Context: an optimization exercise on an open-source flow, tuned for small area, a short achievable clock period and few clock cycles per item. The choices shown serve that exercise and are no tape-out recipe.
Where RTL was checked, it was by simulation tests only, not by an equivalence proof against the original.
No activity file was given, so power comes from the tool's default toggle rates.

run A:
## servo_slew_limited_pwm_top
module servo_slew_limited_pwm_top #(
  parameter int CHANNELS = 5
) (
  input  logic               clk,
  input  logic               rst_n,
  input  logic               in_valid,
  output logic               in_ready,
  input  logic               in_op,
  input  logic [2:0]         in_channel,
  input  logic signed [11:0] in_target_pos,
  input  logic [11:0]        in_step_limit,
  input  logic               in_enable_req,
  input  logic [4:0]         in_pins_low,
  output logic               out_valid,
  input  logic               out_ready,
  output logic [2:0]         out_channel,
  output logic               out_pwm_write,
  output logic [11:0]        out_pwm_value,
  output logic               out_last,
  input  logic               cfg_we,
  input  logic [1:0]         cfg_index,
  input  logic [11:0]        cfg_wdata
);
Size: roughly 400 flip-flops.
make LEC_CHECK=0 ABC_CLOCK_PERIOD_IN_PS=5000 CAP_MARGIN=20 CORE_MARGIN=2 CORE_UTILIZATION=40 SETUP_SLACK_MARGIN=5 SLEW_MARGIN=20 finish   # period 11.0 ns
run.sh (not shown) runs the stock make flow with config.mk's settings and CLKGATE_MAP_FILE= SYNTH_SCRIPT=/design/flow/synth_recipe.tcl, a recipe that flattens the netlist after the stock synthesis.
Testbench counts of run A, summed over its fixed seeds: cycles 9,884, items 9,600.
Edits applied to the flow inputs when going from run A to run B:
diff --git a/flow/design.v b/flow/design.v
--- a/flow/design.v
+++ b/flow/design.v
@@ -192,15 +192,15 @@
   logic [5:0]         set_lq;
   logic [6:0]         set_lr;
   logic               set_en;
   always_comb begin
     set_ch  = d0 ? q0_ch  : q1_ch;
     set_tgt = d0 ? q0_tgt : q1_tgt;
     set_lq  = d0 ? q0_lq  : q1_lq;
-    set_lr  = 7'((d0 ? q0_llo : q1_llo) - ({1'b0, set_lq} * 7'd100));
+    set_lr  = d0 ? 7'(q0_llo - ({1'b0, q0_lq} * 7'd100)) : 7'(q1_llo - ({1'b0, q1_lq} * 7'd100));
     set_en  = d0 ? q0_en  : q1_en;
   end
   logic [3:0] pos;
   logic [4:0] swe;
   always_comb begin
     pos = 4'(h) + 4'd6 - 4'(set_ch);
     if (pos >= 4'd5) pos = pos - 4'd5;
@@ -294,18 +294,19 @@
         end
       end
     end
   end
   logic               p1_v, p1_calc, p1_dis, p1_rnz;
   logic signed [11:0] p1_q;
   logic               p2_calc, p2_dis, p2_s;
-  logic [11:0]        p2_m;
+  logic [16:0]        p2_a, p2_b;
   logic               s1, inc1;
   logic [10:0]        m1;
-  logic [22:0]        prod1;
+  logic [16:0]        a1, b1;
+  logic [25:0]        acc;
   logic signed [13:0] raw;
   logic [11:0]        pwm_c;
   always_ff @(posedge clk) begin
     if (!rst_n) begin
       p1_v <= 1'b0;
       p2_v <= 1'b0;
     end else if (ready) begin
@@ -318,26 +319,29 @@
       p1_calc <= mov;
       p1_dis  <= dis;
       p1_q    <= qn;
       p1_rnz  <= rn != 7'd0;
       p2_calc <= p1_calc;
       p2_dis  <= p1_dis;
       p2_s    <= s1;
-      p2_m    <= prod1[21:10];
+      p2_a    <= a1;
+      p2_b    <= b1;
     end
   end
   always_comb begin
-    s1    = p1_q[11];
-    inc1  = s1 && !p1_rnz;
-    m1    = s1 ? ~p1_q[10:0] : p1_q[10:0];
-    prod1 = 23'(m1 * gain_r) + (inc1 ? 23'(gain_r) : 23'd0);
+    s1   = p1_q[11];
+    inc1 = s1 && !p1_rnz;
+    m1   = s1 ? ~p1_q[10:0] : p1_q[10:0];
+    a1   = 17'(m1 * gain_r[5:0]) + (inc1 ? 17'(gain_r[5:0]) : 17'd0);
+    b1   = 17'(m1 * gain_r[11:6]) + (inc1 ? 17'(gain_r[11:6]) : 17'd0);
   end
   always_comb begin
-    raw = p2_s ? 14'($signed({2'b0, mid_r}) - $signed({2'b0, p2_m}))
-               : 14'($signed({2'b0, mid_r}) + $signed({2'b0, p2_m}));
+    acc = {4'd0, mid_r, 10'd0} + ({9'd0, p2_a} ^ {26{p2_s}})
+        + (({9'd0, p2_b} ^ {26{p2_s}}) << 6) + (p2_s ? 26'd1088 : 26'd0);
+    raw = acc[23:10];
     if (raw < sslp_pkg::PWM_MIN)      pwm_c = 12'd200;
     else if (raw > sslp_pkg::PWM_MAX) pwm_c = 12'd3250;
     else                              pwm_c = raw[11:0];
   end
   logic        wr0, wr1;
   logic [11:0] val0, val1;
   logic        push;
Against run A as the reference, run B delivers a higher combinational share of power.
Relative to run A, the design area of run B is higher by 120 µm².
Run A has a lower post-place setup slack than run B.
On proportion of cell area spent on the clock network, run A tracks run B almost exactly.
Row fraction of the cycle the final worst path needs: run B lower / run A higher
Going from run A to run B, global-route wire length before repair shrinks by 4.7%.
Run B ends up with higher part of the Yosys area used for sequential elements than run A does.
Run A -> run B: multi-input logic cell count decreased slightly
Per the comparison of run B with run A, total via count after detailed routing decreased 744; end-of-flow core utilization dropped 0.24 points; shortest period the worst path allows has decreased; number of instances in the synthesized netlist now sits lower.
Number of inserted filler cells in the final layout (higher): run B
Of run B and run A, it is run B that has the lower setup fix buffers added after clock tree synthesis.
For run B, only the layout was checked, not whether the RTL still works.

========
P:
servo_slew_limited_pwm_top, a different RTL version from the one above (not shown whole).
For scale: roughly 420 flip-flops, roughly 25000 um^2 of cells after synthesis.
Settings: LEC_CHECK=0, ABC_CLOCK_PERIOD_IN_PS=5000, CAP_MARGIN=20, CORE_MARGIN=2, CORE_UTILIZATION=40, SETUP_SLACK_MARGIN=5, SLEW_MARGIN=20; clock period 11.0 ns.
P did not stop at any stage, and its layout met the timing, design-rule and antenna checks.
Input changes introduced in Q (baseline for comparison: P):
--- a/flow/design.v
+++ b/flow/design.v
@@ -189,21 +189,21 @@
   end
   logic [2:0]         set_ch;
   logic signed [11:0] set_tgt;
   logic [5:0]         set_lq;
   logic [6:0]         set_lr;
   logic               set_en;
   always_comb begin
     set_ch  = d0 ? q0_ch  : q1_ch;
     set_tgt = d0 ? q0_tgt : q1_tgt;
     set_lq  = d0 ? q0_lq  : q1_lq;
-    set_lr  = d0 ? 7'(q0_llo - ({1'b0, q0_lq} * 7'd100)) : 7'(q1_llo + ({1'b0, q1_lq} * 7'd28));
+    set_lr  = 7'((d0 ? q0_llo : q1_llo) - ({1'b0, set_lq} * 7'd100));
     set_en  = d0 ? q0_en  : q1_en;
   end
   logic [3:0] pos;
   logic [4:0] swe;
   always_comb begin
     pos = 4'(h) + 4'd6 - 4'(set_ch);
     if (pos >= 4'd5) pos = pos - 4'd5;
     if (pos >= 4'd5) pos = pos - 4'd5;
     for (int k = 0; k < 5; k++)
       swe[k] = set_drain && (set_ch < 3'd5) && (pos == 4'(k));
@@ -213,57 +213,58 @@
   logic [6:0]         rlr [5];
   logic               rreq[5];
   logic               ren [5];
   logic               rz  [5];    
   logic signed [11:0] rq  [5];
   logic [6:0]         rr  [5];
   logic signed [11:0] q0, t0;
   logic [6:0]         r0, lr0;
   logic [5:0]         lq0;
   logic               pin, en_new, dis, mov;
-  logic signed [11:0] qa, qb;
-  logic [6:0]         ra, rb;
+  logic signed [12:0] d;
+  logic signed [13:0] dm, dp;
   logic [7:0]         s;
-  logic               e_zero, rate_nz, up, dn, cy, bw;
+  logic               e_pos, e_zero, e_neg, rate_nz, up, dn, cy, bw;
   logic signed [11:0] qn;
   logic [6:0]         rn;
   always_comb begin
     t0      = rt[0];
     q0      = rz[0] ? 12'sd0 : rq[0];
     r0      = rz[0] ? 7'd0 : rr[0];
     lq0     = rlq[0];
     lr0     = rlr[0];
     pin     = pins_e[h];
     en_new  = rreq[0] || (ren[0] && !pin);
     dis     = ren[0] && !rreq[0] && pin;
+    d       = 13'(t0) - 13'(q0);
+    dm      = 14'(t0) - 14'(q0) - 14'($signed({1'b0, lq0}));
+    dp      = 14'(t0) - 14'(q0) + 14'($signed({1'b0, lq0}));
     s       = 8'(r0) + 8'(lr0);
+    e_pos   = d > 13'sd0;
+    e_zero  = (d == 13'sd0) && (r0 == 7'd0);
+    e_neg   = !e_pos && !e_zero;
+    rate_nz = (lq0 != 6'd0) || (lr0 != 7'd0);
+    up      = e_pos && rate_nz && (dm > 14'sd1 || (dm == 14'sd1 && s < 8'd100));
+    dn      = e_neg && rate_nz && (dp < 14'sd0 || (dp == 14'sd0 && lr0 < r0));
     cy      = s >= 8'd100;
     bw      = r0 < lr0;
-    qa      = q0 + 12'($signed({1'b0, lq0})) + 12'(cy);
-    qb      = q0 - 12'($signed({1'b0, lq0})) - 12'(bw);
-    ra      = cy ? 7'(s - 8'd100) : s[6:0];
-    rb      = bw ? 7'(r0 - lr0 + 7'd100) : 7'(r0 - lr0);
-    rate_nz = (lq0 != 6'd0) || (lr0 != 7'd0);
-    e_zero  = (t0 == q0) && (r0 == 7'd0);
-    up      = rate_nz && (t0 > qa);
-    dn      = rate_nz && (t0 < qb || (t0 == qb && rb != 7'd0));
     if (up) begin
-      qn = qa;
-      rn = ra;
+      qn = q0 + 12'($signed({1'b0, lq0})) + 12'(cy);
+      rn = cy ? 7'(s - 8'd100) : s[6:0];
     end else if (dn) begin
-      qn = qb;
-      rn = rb;
+      qn = q0 - 12'($signed({1'b0, lq0})) - 12'(bw);
+      rn = bw ? 7'(r0 - lr0 + 7'd100) : 7'(r0 - lr0);
     end else begin
       qn = t0;
       rn = 7'd0;
     end
-    mov     = en_new && !e_zero;
+    mov = en_new && !e_zero;
   end
   always_ff @(posedge clk) begin
     for (int k = 0; k < 5; k++) begin
       if (swe[k]) begin
         rt[k]  <= set_tgt;
         rlq[k] <= set_lq;
         rlr[k] <= set_lr;
       end else begin
         rt[k]  <= rt[(k + 4) % 5];
         rlq[k] <= rlq[(k + 4) % 5];
### Flow results
- Taking P as the reference point, the starting utilization of the core area of Q falls by 0.24 points.
- The higher area added between synthesis and finish of Q and P is in P.
- | cell area after layout | higher: P |
- Reported for Q and P, number of pins exceeding their max-slew limit in the final report turned out identical to the last digit.
- P vs Q, highest-delay cell along the critical path: sky130_fd_sc_hd__fa_2 vs sky130_fd_sc_hd__fa_1
- Compared with P, in Q power density over cell area went down by 11 nW/um^2, depth of the critical timing path with buffers and inverters included shrank by 3, overall power of the completed layout saw a decrease, overall die area climbed about 1%.
No functional check of the RTL was part of any run of this note.

-- port drivers added, routing unchanged --
No port has a modelled driver above. Below, the same layouts with a new extraction and two added sets of constraints.
Step 1, drivers: a clkbuf_16 drives clk and a buf_2 each remaining input, both assumed.
Step 2 times the ports against the registers' clock, not the clock port: input delays grow and output delays shrink by t, the midpoint of the rising clock arrivals with the driver on.
a / b / c = no drivers / after step 1 / after step 2; a / b = the first two.
run | shift t [ns] | setup slack, ns | worst hold slack (ns) | clock arrival spread, ns | cell pins on the clock port's net
run A | 0.641 | 5.247 / 5.247 / 5.247 | 0.289 / 0.289 / 0.289 | 0.055 / 0.055 | 1
run B | 0.639 | 5.280 / 5.280 / 5.239 | 0.316 / 0.316 / 0.316 | 0.042 / 0.041 | 1
P | 0.638 | 4.948 / 4.948 / 4.948 | 0.285 / 0.285 / 0.285 | 0.053 / 0.052 | 1
Q | 0.629 | 5.327 / 5.327 / 5.053 | 0.325 / 0.325 / 0.325 | 0.015 / 0.015 | 1
After both steps setup and hold are still met in every run listed. The setup slack of Q, which loses most, moves by 0.000 ns with the drivers and by -0.274 ns with both steps.
